Source: an optimization exercise on an open RTL-to-GDS flow (aim: small area and a short achievable clock period). Production flows keep margins and buffers that such runs may drop. Function was checked by simulation only, so behaviour that the tests miss may differ from the original. Power and IR drop assume default switching activity.

**config.mk**
```make
export PLATFORM = sky130hd
export DESIGN_NAME = block_relay
export DESIGN_NICKNAME = block_relay
export VERILOG_FILES = /design/flow/design.v
export SDC_FILE = /design/flow/constraint.sdc
export NUM_CORES = 4
export LEC_CHECK = 0
export CAP_MARGIN = 20
export CORE_MARGIN = 2
export CORE_UTILIZATION = 40
export SETUP_SLACK_MARGIN = 5
export SLEW_MARGIN = 20
```
**constraint.sdc**
```tcl
create_clock -name core_clock -period 10.0 [get_ports {clk}]
set_input_delay 2.0000 -clock core_clock [delete_from_list [all_inputs] [get_ports {clk}]]
set_output_delay 2.0000 -clock core_clock [all_outputs]
set_load 0.01 [all_outputs]
```
**design.v**
```verilog
package block_relay_pkg;
	typedef enum logic [1:0] {
		SEQ_IDLE,
		SEQ_FILL,
		SEQ_DRAIN,
		SEQ_CLOSE
	} seq_state_e;
	typedef enum logic [1:0] {
		TX_IDLE,
		TX_START,
		TX_DATA,
		TX_STOP
	} tx_state_e;
	typedef struct packed {
		logic        cyc;
		logic        stb;
		logic        we;
		logic [1:0]  adr;
		logic [15:0] dat;
	} wb_req_t;
	typedef struct packed {
		logic        ack;
		logic [15:0] dat;
	} wb_rsp_t;
	typedef struct packed {
		logic        vld;
		logic [15:0] data;
	} sample_t;
endpackage
module block_relay (
	input  logic        clk,
	input  logic        rst_n,
	input  logic        wb_cyc,
	input  logic        wb_stb,
	input  logic        wb_we,
	input  logic [1:0]  wb_adr,
	input  logic [15:0] wb_dat_i,
	output logic        wb_ack,
	output logic [15:0] wb_dat_o,
	input  logic        in_vld,
	input  logic [15:0] in_data,
	output logic        in_rdy,
	output logic        uart_txd
);
	logic       rdy_o;     
	logic       act;       
	logic       drn;       
	logic       cls;       
	logic [5:0] cnt;       
	logic [5:0] pos;       
	logic [1:0] baud;      
	logic [3:0] slot;      
	logic       hi;        
	logic       txd_q;
	logic       rdy;
	logic       idle;
	logic       accept;
	logic       first;
	logic       fill_last;
	logic [5:0] len_m1;
	logic       bit_end;
	logic [6:0] len_q;     
	assign rdy       = !drn && !cls;
	assign idle      = rdy && !act;
	assign accept    = in_vld && rdy;
	assign first     = accept && !act;
	assign len_m1    = 6'(len_q - 7'd1);
	assign fill_last = act ? (cnt == 6'd1) : (len_q == 7'd1);
	assign bit_end   = (baud == 2'd3);
	assign in_rdy   = rdy_o;
	assign uart_txd = txd_q;
	logic [15:0] smp_q;
	logic        smp_vld;
	always_ff @(posedge clk) begin
		smp_q <= in_data;
	end
	always_ff @(posedge clk or negedge rst_n) begin
		if (!rst_n) begin
			smp_vld <= 1'b0;
		end else begin
			smp_vld <= accept;
		end
	end
	logic [3:0] mask;
	logic       m16;
	logic       step;
	logic       need;
	logic       turn;
	assign m16  = hi || slot == 4'd7 || slot == 4'd8;
	assign mask = {m16, m16 || !(slot == 4'd15), 2'b11};
	assign need = (~pos[3:0] & mask) != 4'd0;
	assign step = (slot == 4'd9) && (cnt != 6'd0);
	assign turn = drn && !smp_vld && (need || step);
	always_ff @(posedge clk or negedge rst_n) begin
		if (!rst_n) begin
			rdy_o <= 1'b1;
			act   <= 1'b0;
			drn   <= 1'b0;
			cls   <= 1'b0;
			cnt   <= '0;
			pos   <= '0;
			baud  <= '0;
			slot  <= '0;
			hi    <= 1'b0;
		end else begin
			cls <= 1'b0;
			if (first) begin
				pos <= len_m1;
			end
			if (turn && need) begin
				pos <= pos + 6'd1;
			end
			if (accept) begin
				if (fill_last) begin
					rdy_o <= 1'b0;
					act   <= 1'b0;
					drn   <= 1'b1;
					cnt   <= first ? len_m1 : pos;
					slot  <= 4'd15;
					hi    <= 1'b0;
					baud  <= 2'd0;
				end else begin
					act <= 1'b1;
					cnt <= first ? len_m1 : cnt - 6'd1;
				end
			end else if (drn) begin
				baud <= baud + 2'd1;
				case (slot)
					4'd8: begin
						if (bit_end) begin
							if (!hi) begin
								hi   <= 1'b1;
								slot <= 4'd15;
							end else begin
								slot <= 4'd9;
							end
						end
					end
					4'd9: begin
						baud <= 2'd0;
						if (cnt != 6'd0) begin
							cnt  <= cnt - 6'd1;
							hi   <= 1'b0;
							slot <= 4'd15;
						end else begin
							slot <= 4'd10;
						end
					end
					4'd10: begin
						drn <= 1'b0;
						cls <= 1'b1;
					end
					default: begin
						if (bit_end) begin
							slot <= slot + 4'd1;
						end
					end
				endcase
			end else if (cls) begin
				rdy_o <= 1'b1;
			end
		end
	end
	logic [1023:0] ring;
	logic [15:0]   ring_in;
	logic          ring_en;
	assign ring_en = smp_vld || turn;
	assign ring_in = smp_vld ? smp_q : ring[1023:1008];
	always_ff @(posedge clk) begin
		if (ring_en) begin
			ring <= {ring[1007:0], ring_in};
		end
	end
	logic [3:0] bidx;
	logic       dbit;
	assign bidx = {hi, slot[2:0]};
	always_comb begin
		if (bidx == 4'd0) begin
			dbit = ring[{pos[5:2], 2'b11, 4'd0}];
		end else if (!bidx[3]) begin
			dbit = ring[{pos[5:3], 3'b111, bidx}];
		end else begin
			dbit = ring[{pos[5:4], 4'b1111, bidx}];
		end
	end
	always_ff @(posedge clk or negedge rst_n) begin
		if (!rst_n) begin
			txd_q <= 1'b1;
		end else if (drn && baud == 2'd0) begin
			txd_q <= slot != 4'd15 && (slot[3] || dbit);
		end
	end
	logic        req;
	logic        take;
	logic        req_q;    
	logic        ack_q;
	logic [14:0] blk_cnt;
	logic [14:0] blk_nxt;
	logic        busy_nxt;
	logic [6:0]  len_clamped;
	logic [15:0] dat_q;
	assign req  = wb_cyc && wb_stb;
	assign take = req && !req_q;
	always_ff @(posedge clk or negedge rst_n) begin
		if (!rst_n) begin
			req_q <= 1'b0;
			ack_q <= 1'b0;
		end else begin
			req_q <= req;
			ack_q <= take;
		end
	end
	always_comb begin
		if (wb_dat_i == 16'd0) begin
			len_clamped = 7'd1;
		end else if (wb_dat_i > 16'(64)) begin
			len_clamped = 7'(64);
		end else begin
			len_clamped = wb_dat_i[6:0];
		end
	end
	always_ff @(posedge clk or negedge rst_n) begin
		if (!rst_n) begin
			len_q <= 7'(10);
		end else if (take && wb_we && wb_adr == 2'd0) begin
			len_q <= len_clamped;
		end
	end
	assign blk_nxt = cls ? blk_cnt + 15'd1 : blk_cnt;
	always_ff @(posedge clk or negedge rst_n) begin
		if (!rst_n) begin
			blk_cnt <= '0;
		end else begin
			blk_cnt <= blk_nxt;
		end
	end
	assign busy_nxt = !(cls || (idle && !in_vld));
	always_ff @(posedge clk) begin
		case (wb_adr)
			2'd0:    dat_q <= 16'(wb_we ? len_clamped : len_q);
			2'd1:    dat_q <= {blk_nxt, busy_nxt};
			default: dat_q <= 16'h0000;
		endcase
	end
	assign wb_ack   = ack_q;
	assign wb_dat_o = dat_q;
endmodule
```
**run.sh**
```bash
#!/bin/bash
# synth_recipe.tcl (not shown) runs the flow's synth.tcl, then flattens the netlist and writes it again
# the make line also repeats each setting of config.mk as NAME=value (left out here)
make -C /OpenROAD-flow-scripts/flow DESIGN_CONFIG=/design/flow/config.mk WORK_HOME=/design/flow/orfs CLKGATE_MAP_FILE= SYNTH_SCRIPT=/design/flow/synth_recipe.tcl finish
```
==> metrics.md, run 1 <==
| Metric | Value |
|---|---|
| Clk sinks | 1105 |
| CP Data Arrival Time | 4.77 ns |
| Post-DP HPWL | about 30000 um |
| Psw | slightly above 3000 uW |
| Clk pwr share | 0.274 |
| Worst-skew pair later-pin latency | 0.67 ns |
| Distinct cells, synth | 67 |
| H-tree Lvls | 3 |
| Slew margin rel. | 0.3383 |
| WL final | 54290 um |
| CTS clock-pin slew for the worst setup and hold paths | 0.06 ns |
| Critical Path Start Type | register |
| Initial core utilization | 0.4035 |
| Tmin final | 4.508 ns |
| Comb pwr share | 0.056 |
| Synth warn | 1 |
| Max FO, Critical Path | 163 |
| Core area | 0.08824 mm2 |
| Maxcap violations | 0 |
| Top FF cell, synth | edfxtp_1 |
| Max VDD drop | 0.0001930 V |
| N_diodes | 0 |
| Cell count after synthesis | between 1500 and 2000 |
| Switching Share | 0.2270 |
| I/O Buffers | 58 |
| Static Leak | 0.01474 uW |
| Initial antenna violation count | 7 |
| Clock skew | 0.04539 ns |
| Status | no timing/DRC/antenna violations |
| Gpl congestion | about 0.85 |
| Drt first pass iters | 5 |
| First-pass GRT wire length | 81970 um |
| Setup TNS | 0 ns |
| PwrDens | 331.7 mW/mm2 |
| Iter 0 DRT Violations | 1456 |
| Die Footprint | 0.09140 mm2 |
| Synth-to-Final Area Change | 15.20% |
| DR vias | 14480 |
| Worst-Margin Slew | slightly below 1 ns |
| CTS root buffer | clkbuf_16 |
| Gr ovfl total | 0 |
| Post-synth ARST share | 0.04434 |
| Fillers | 7207 |
| Synth Register Bits | around 1100 |
| Setup-failing EPs final | 0 |
| Die Ht | 302.3 um |
| Clock Tree Buf Depth | 3 |
| Register area share after synthesis | 0.9163 |
| Final ANT Viol Nets | 0 |
| IO Count | 59 |
| RSZ-0062 raised after global routing | no |
| Rows | 109 |
| Cell internal pwr | 10520 uW |
| Crit path required time | 10.26 ns |
| Hold_buf cts | 0 |
| Fin. max-slew vios | 0 |
| Synthesized area per cell | 22.69 um2 |
| Syn Std Cell Area | 0.03560 mm2 |
| Via-to-Cell Ratio | approximately 4.9 |
| DRC | 0 |
| Number of enable flip-flop cells after synthesis | 1024 |
| Final hold vios | 0 |
| Post-place setup slack | 4.717 ns |
| GRT Util Overall | 0.1177 |
| Number of global-route vias before repair | 13790 |
| CTS buffer count | 106 |
| Flop pwr share | 0.671 |
| Final #Nets | between 1500 and 2000 |
| DIE WIDTH | 302.3 um |
| WL per Instance | around 18 um |
| Critical path class | register to register |
| Layout cells sized above 1 | 0.1141 |
| Worst setup EP type | register |
| Syn nets | 1621 |
| Final WS setup | roughly 5.5 ns |
| Total power | around 14000 uW |
| CTS tree | built |
| Period utilization | 0.4508 |
| Hold Path Class | register to register |
| WHS | about 0.39 ns |
| Fmax | 221.8 MHz |
| Largest net degree at the start of global routing | approximately 200 |
[cells by family after synthesis]
| logic type | count (synthesis) | share of synthesized area |
|---|---|---|
| xor gates and xnor gates | 20 | 0.004920 |
| and+or+nand+nor | 205 | 0.02826 |
| muxes | 46 | 0.01592 |
| adders and majority gates | 12 | 0.004217 |
| DFF | 1105 | 0.9163 |
| AOI/OAI and AO/OA | 136 | 0.02520 |
| buffers and inverters | 45 | 0.005166 |
[repair_timing]
item	CTS	global route
gates cloned	1	1
endpoints found under the setup margin	436	436
buffers inserted	0	0
gates resized for setup	0	4
[Yosys cell counts (6+ instances only)]
master       n  area, um2
a21oi_1     24      120.1
nor2_1      53      198.9
clkbuf_1    18      67.56
mux2i_1     15      150.1
xnor2_1     10      87.58
mux4_2       6      135.1
nand3_1     16      80.08
o21ai_0     41      205.2
nand2_1     53      198.9
nand4_1      7      43.79
nor3_1      13      65.06
edfxtp_1  1024      30750
a31oi_1      8      50.05
xor2_1      10      87.58
dfrtp_1     45       1126
a311oi_1     7      61.31
inv_1       16      60.06
nand2b_1     8      50.05
mux2_2      25      281.5
and3_1      12      75.07
buf_2        6      30.03
ha_1        12      150.1
nor4_1       8      50.05
nor2b_1     19      118.9
dfxtp_1     32      640.6
[layout make-up]
type / count / area, um2 / area share
Clock buffer: 140 / 2834 / 0.06910
Clock inverter: 55 / 447.9 / 0.01092
Inverter: 17 / 66.31 / 0.001617
Multi-Input combinational cell: 420 / 2835 / 0.06913
Sequential cell: 1105 / 32620 / 0.7954
Tap cell: 1165 / 1458 / 0.03554
Timing Repair Buffer: 69 / 748.2 / 0.01824
[critical path, cell delays in order (launching register included)]
cell,delay [ns]
dfrtp_2,0.73
buf_4,0.48
ha_1,0.30
nand2_1,0.07
a31oi_1,0.17
o21ai_1,0.12
a21oi_2,0.45
a211o_4,0.56
buf_6,0.50
buf_16,0.56
[flip-flops by register name (all words and copies together), names as in the netlist]
signal   count
ring      1024
dat_q       16
smp_q       16
blk_cnt     15
len_q        7
cnt          6
pos          6
slot         4
baud         2
ack_q        1
act          1
cls          1
drn          1
hi           1
rdy_o        1
req_q        1
smp_vld      1
txd_q        1
[layout by cell type, fill, tap and decap left out, types with 16 or more instances in the layout]
cell,count
nand2_1,53
clkinv_2,17
clkbuf_16,107
nor2_1,53
o21ai_0,40
nand3_1,16
nor2b_1,19
a21oi_1,24
clkinv_1,24
dfrtp_1,43
clkdlybuf4s50_1,57
clkbuf_1,26
dfxtp_1,32
mux2_2,25
edfxtp_1,1024
[power by group through the flow]
stage	combinational, uW	sequential (uW)	clock (uW)
after global routing	848	9340	4020
after detailed placement	766	9190	0
after floorplan	515	8970	0
after CTS	767	9160	3850
after global placement	739	9120	0
final	761	9120	3720
[worst paths after layout]
check,start,to,slack (ns),depth (start not counted)
setup / recovery,slot[0]$_DFFE_PN0P_,ring[492]$_DFFE_PP_,5.49,9
hold / removal,ring[327]$_DFFE_PP_,ring[343]$_DFFE_PP_,0.39,0
hold reg to reg,ring[327]$_DFFE_PP_,ring[343]$_DFFE_PP_,0.39,0
max in group asynchronous,rst_n,slot[0]$_DFFE_PN0P_,8.05,2
min in group asynchronous,rst_n,blk_cnt[13]$_DFF_PN0_,1.43,2
setup reg to reg,slot[0]$_DFFE_PN0P_,ring[492]$_DFFE_PP_,5.49,9
[stage by stage]
step | cells | utilization | area (um2)
global route | 2971 | 0.4648 | 41010
CTS | 2970 | 0.4642 | 40960
floorplan | 1569 | - | 35650
global placement | 2774 | 0.4269 | 37670
detailed placement | 2774 | 0.4269 | 37670
finish | 2971 | 0.4648 | 41010
[per-layer routing]
metal  GRT usage  part of all wire  vias up
li1            -                 -     6522
met1      0.1832              0.49     7471
met2      0.1619              0.43      371
met3     0.02586             0.051      112
met4     0.04397             0.028        0
met5           0                 0        -
==> run 2, diff against run 1 <==
--- a/config.mk
+++ b/config.mk
@@ -8,5 +8,4 @@
 export CAP_MARGIN = 20
 export CORE_MARGIN = 2
 export CORE_UTILIZATION = 40
-export SETUP_SLACK_MARGIN = 5
 export SLEW_MARGIN = 20
==> run 2 against run 1 <==
Effect of this change: worst hold slack worse by 0.016 ns; via count shrank 1.2%; sequential cell count did not move; worst setup slack worse by 0.82 ns; combinational power down 3.8%; first-iteration DRC count fell by 4.1%; global-route usage shrank 0.24 points; core utilization about the same; power rose by 0.60%; synthesized area unchanged; largest power group unchanged.
==> metrics.md, run 2 <==
| Metric | Value |
|---|---|
| Worst-Margin Slew | 1.097 ns (was 0.9925 ns) |
| Clk sinks | 1105 (unchanged) |
| DR vias | 14310 (was 14480) |
| Synthesized area per cell | 22.69 um2 (unchanged) |
| Hold Path Class | register to register (unchanged) |
| WL per Instance | 17.91 um (was 18.27 um) |
| Critical Path Start Type | register (unchanged) |
| DRC | 0 (unchanged) |
| PostCTS Resize Cnt | 0 (unchanged) |
| Setup-failing EPs final | 0 (unchanged) |
| CTS root buffer | clkbuf_16 (unchanged) |
| Syn Std Cell Area | 0.03560 mm2 (unchanged) |
| Top reg by flops | ring (unchanged) |
| Final hold vios | 0 (unchanged) |
| Synth Register Bits | 1105 (unchanged) |
| Cell count after synthesis | 1569 (unchanged) |
| Tmin final | 5.331 ns (was 4.508 ns) |
| PwrDens | 333.4 mW/mm2 (was 331.7 mW/mm2) |
| Setup TNS | 0 ns (unchanged) |
| Commonest non-fill, non-tap cell in the layout | edfxtp_1 (unchanged) |
| Via-to-Cell Ratio | 4.815 (was 4.872) |
| Register area share after synthesis | 0.9163 (unchanged) |
| R2r setup slk | 4.67 ns (was 5.49 ns) |
| Total power | 13690 uW (was 13600 uW) |
| CP max-delay cell | buf_4 (was dfrtp_2) |
| Post-DP HPWL | 30450 um (was 30360 um) |
| Crit path top cell by count | buf_4 |
| Min-delay src | ring[390]$_DFFE_PP_ (was ring[327]$_DFFE_PP_) |
| Fin. max-slew vios | 0 (unchanged) |
| GRT Util Overall | 0.1154 (was 0.1177) |
| Worst-skew pair later-pin latency | 0.68 ns (was 0.67 ns) |
| Top flop regs | ring x1024, dat_q x16, smp_q x16 (unchanged) |
| Crit path max-delay family | buffers and inverters (unchanged) |
| Final #Nets | 1771 (unchanged) |
| Largest net degree at the start of global routing | 213 (was 199) |
| Die Ht | 302.3 um (unchanged) |
| Synth top area share | 0.8637 (unchanged) |
| Placed insts | 2778 (was 2774) |
| Layout cells sized above 1 | 0.1147 (was 0.1141) |
| Gpl congestion | 0.8308 (was 0.8542) |
| FF-to-FF Start | slot[0]$_DFFE_PN0P_ (unchanged) |
| Core area | 0.08824 mm2 (unchanged) |
| Die Footprint | 0.09140 mm2 (unchanged) |
| R2R depth | 10 (was 9) |
| Initial core utilization | 0.4035 (unchanged) |
| Final ANT Viol Nets | 0 (unchanged) |
| Max VDD drop | 0.0001812 V (was 0.0001930 V) |
| CP max stage delay | 0.80 ns (was 0.73 ns) |
| Max FO, Critical Path | 73 (was 163) |
| Rows | 109 (unchanged) |
| Syn nets | 1621 (unchanged) |
| Final Instance Area | 0.04105 mm2 (was 0.04101 mm2) |
| Worst hold path endpoint | ring[406]$_DFFE_PP_ (was ring[343]$_DFFE_PP_) |
| Worst setup EP type | register (unchanged) |
| Hold Path Depth | 0 (unchanged) |
| Hold_buf cts | 0 (unchanged) |
| DIE WIDTH | 302.3 um (unchanged) |
| Gr ovfl total | 0 (unchanged) |
| Area after DPL | 0.03764 mm2 (was 0.03767 mm2) |
| Top FF cell, synth | edfxtp_1 (unchanged) |
| CTS buffer count | 104 (was 106) |
| Static Leak | 0.01478 uW (was 0.01474 uW) |
| Number of enable flip-flop cells after synthesis | 1024 (unchanged) |
| Fmax | 187.6 MHz (was 221.8 MHz) |
| Number of global-route vias before repair | 13810 (was 13790) |
| Synth warn | 1 (unchanged) |
| Period utilization | 0.5331 (was 0.4508) |
| RSZ-0062 raised after global routing | no (unchanged) |
| Clock skew | 0.06089 ns (was 0.04539 ns) |
| CTS tree | built (unchanged) |
| Distinct cells, synth | 67 (unchanged) |
| Clock Tree Buf Depth | 3 (unchanged) |
| Initial antenna violation count | 5 (was 7) |
| Synth-to-Final Area Change | 15.30% (was 15.20%) |
| WL final | 53200 um (was 54290 um) |
| Worst-path cell chain | buf_4 > inv_1 > ha_1 > nand3b_2 > a31oi_1 > o21ai_0 > a21oi_2 > a211o_4 > buf_4 > buf_4 (was buf_4 > ha_1 > nand2_1 > a31oi_1 > o21ai_1 > a21oi_2 > a211o_4 > buf_6 > buf_16) |
| Post-CTS repair timing setup buffer count | 0 (unchanged) |
| Drt first pass iters | 5 (unchanged) |
| H-tree Lvls | 3 (unchanged) |
| Critical path class | register to register (unchanged) |
| Max reg flops | 1024 (unchanged) |
| Status | no timing/DRC/antenna violations (unchanged) |
| I/O Buffers | 58 (unchanged) |
| Final Util | 0.4652 (was 0.4648) |
| Reg2reg end | ring[302]$_DFFE_PP_ (was ring[492]$_DFFE_PP_) |
| Synth area leader | edfxtp_1 (unchanged) |
| CP Data Arrival Time | 5.62 ns (was 4.77 ns) |
| CTS clock-pin slew for the worst setup and hold paths | 0.06 ns (about the same) |
| Most frequent cells in the layout | 1024 x edfxtp_1, 105 x clkbuf_16, 57 x clkdlybuf4s50_1 (was 1024 x edfxtp_1, 107 x clkbuf_16, 57 x clkdlybuf4s50_1) |
| Most frequent cells after synthesis | 1024 x edfxtp_1, 53 x nand2_1, 53 x nor2_1 (unchanged) |
| Buf+Inv Stages, Crit Path | 4 (was 3) |
| Post-synth ARST share | 0.04434 (unchanged) |
| IO Count | 59 (unchanged) |
| Iter 0 DRT Violations | 1396 (was 1456) |
| Crit path required time | 10.29 ns (was 10.26 ns) |
| Maxcap violations | 0 (unchanged) |
| First-pass GRT wire length | 80120 um (was 81970 um) |
| Slew margin rel. | 0.2684 (was 0.3383) |
| Most frequent cell after synthesis | edfxtp_1 (unchanged) |
| Cell Count, Final, Fillers Out | 2971 (unchanged) |
| Synth top area cells | edfxtp_1 86%, dfrtp_1 3.2%, dfxtp_1 1.8%, mux2_2 0.79%, o21ai_0 0.58% (unchanged) |
## run 2: cell counts after synthesis
No cell type changed its count.
## run 2: layer usage
| metal | track usage | part of all wire |
|---|---|---|
| met1 | 0.1769 | 0.49 |
| met2 | 0.1576 | 0.43 |
| met3 | 0.02859 | 0.055 |
| met4 | 0.04644 | 0.028 |
| met5 | 0 | 0 |
## run 2: cell type report
class                   count  area (um2)
flip-flops and latches   1105       32620
diodes                      1       2.502
clock inverters            55       573.1
inverters                  17       63.81
repair buffers             72       704.4
well taps                1165        1458
clock buffers             137        2818
fillers                  7170       47190
multi-input cells         419        2804
## run 2: through the flow
stage          hold slack (ns)  worst slack [ns]
6_report                0.3756             4.669
5_1_grt                 0.3852             4.223
4_1_cts                 0.3686             4.457
3_5_place_dp            0.4045             4.464
3_3_place_gp            0.4001             4.657
2_1_floorplan           0.3888            0.7796
## run 2: cell families (layout without fill, tap and decap cells)
logic type / Yosys count / after routing / synth area share
multiplexers: 46 / 46 / 0.01592
XOR/XNOR: 20 / 20 / 0.004920
AND/OR/NAND/NOR: 205 / 205 / 0.02826
buffers and inverters: 45 / 281 / 0.005166
flip-flops: 1105 / 1105 / 0.9163
AO/OA/AOI/OAI: 136 / 136 / 0.02520
adder cells (fa/ha/maj): 12 / 12 / 0.004217
other: 0 / 1 / 0
## run 2: power breakdown
part / internal (uW) / switching (uW) / total, uW
Clock: 2200 / 1620 / 3820
Sequential: 8250 / 881 / 9130
Combinational: 152 / 580 / 732
Total: 10600 / 3080 / 13700
## run 2: worst max path at each step
| stage | slack [ns] | cells past startpoint | endpoint | start |
|---|---|---|---|---|
| after floorplan | 0.78 | 9 | ring[0]$_DFFE_PP_ | slot[0]$_DFFE_PN0P_ |
| after global placement | 4.66 | 10 | ring[412]$_DFFE_PP_ | slot[0]$_DFFE_PN0P_ |
| after detailed placement | 4.46 | 10 | ring[428]$_DFFE_PP_ | slot[0]$_DFFE_PN0P_ |
| after CTS | 4.46 | 10 | ring[983]$_DFFE_PP_ | slot[0]$_DFFE_PN0P_ |
| after global routing | 4.22 | 10 | ring[55]$_DFFE_PP_ | slot[0]$_DFFE_PN0P_ |
| final | 4.67 | 10 | ring[302]$_DFFE_PP_ | slot[0]$_DFFE_PN0P_ |

## afterwards: timing with drivers on the ports
Ports are ideal in the flow. The routed layouts listed here were re-timed in OpenROAD. Step 1: set_driving_cell puts a clkbuf_16 on clk and a buf_2 on each other input, an assumption about the parent block. Step 2 adds t to the input delays and takes it off the output delays; t is the mean of the earliest and latest rising clock arrival at the registers after step 1. Input paths then give back, and output paths get back, about the clock's delay inside the block. Three values: ideal ports, drivers, drivers and shift; two values: the first two.
| run | t (ns) | setup slack, ns | cell pins on the clock port's net |
|---|---|---|---|
| run 1 | 0.720 | 5.492 / 5.492 / 5.492 | 1 |
| run 2 | 0.714 | 4.669 / 4.669 / 4.669 | 1 |
After both steps setup and hold are still met in every run listed.
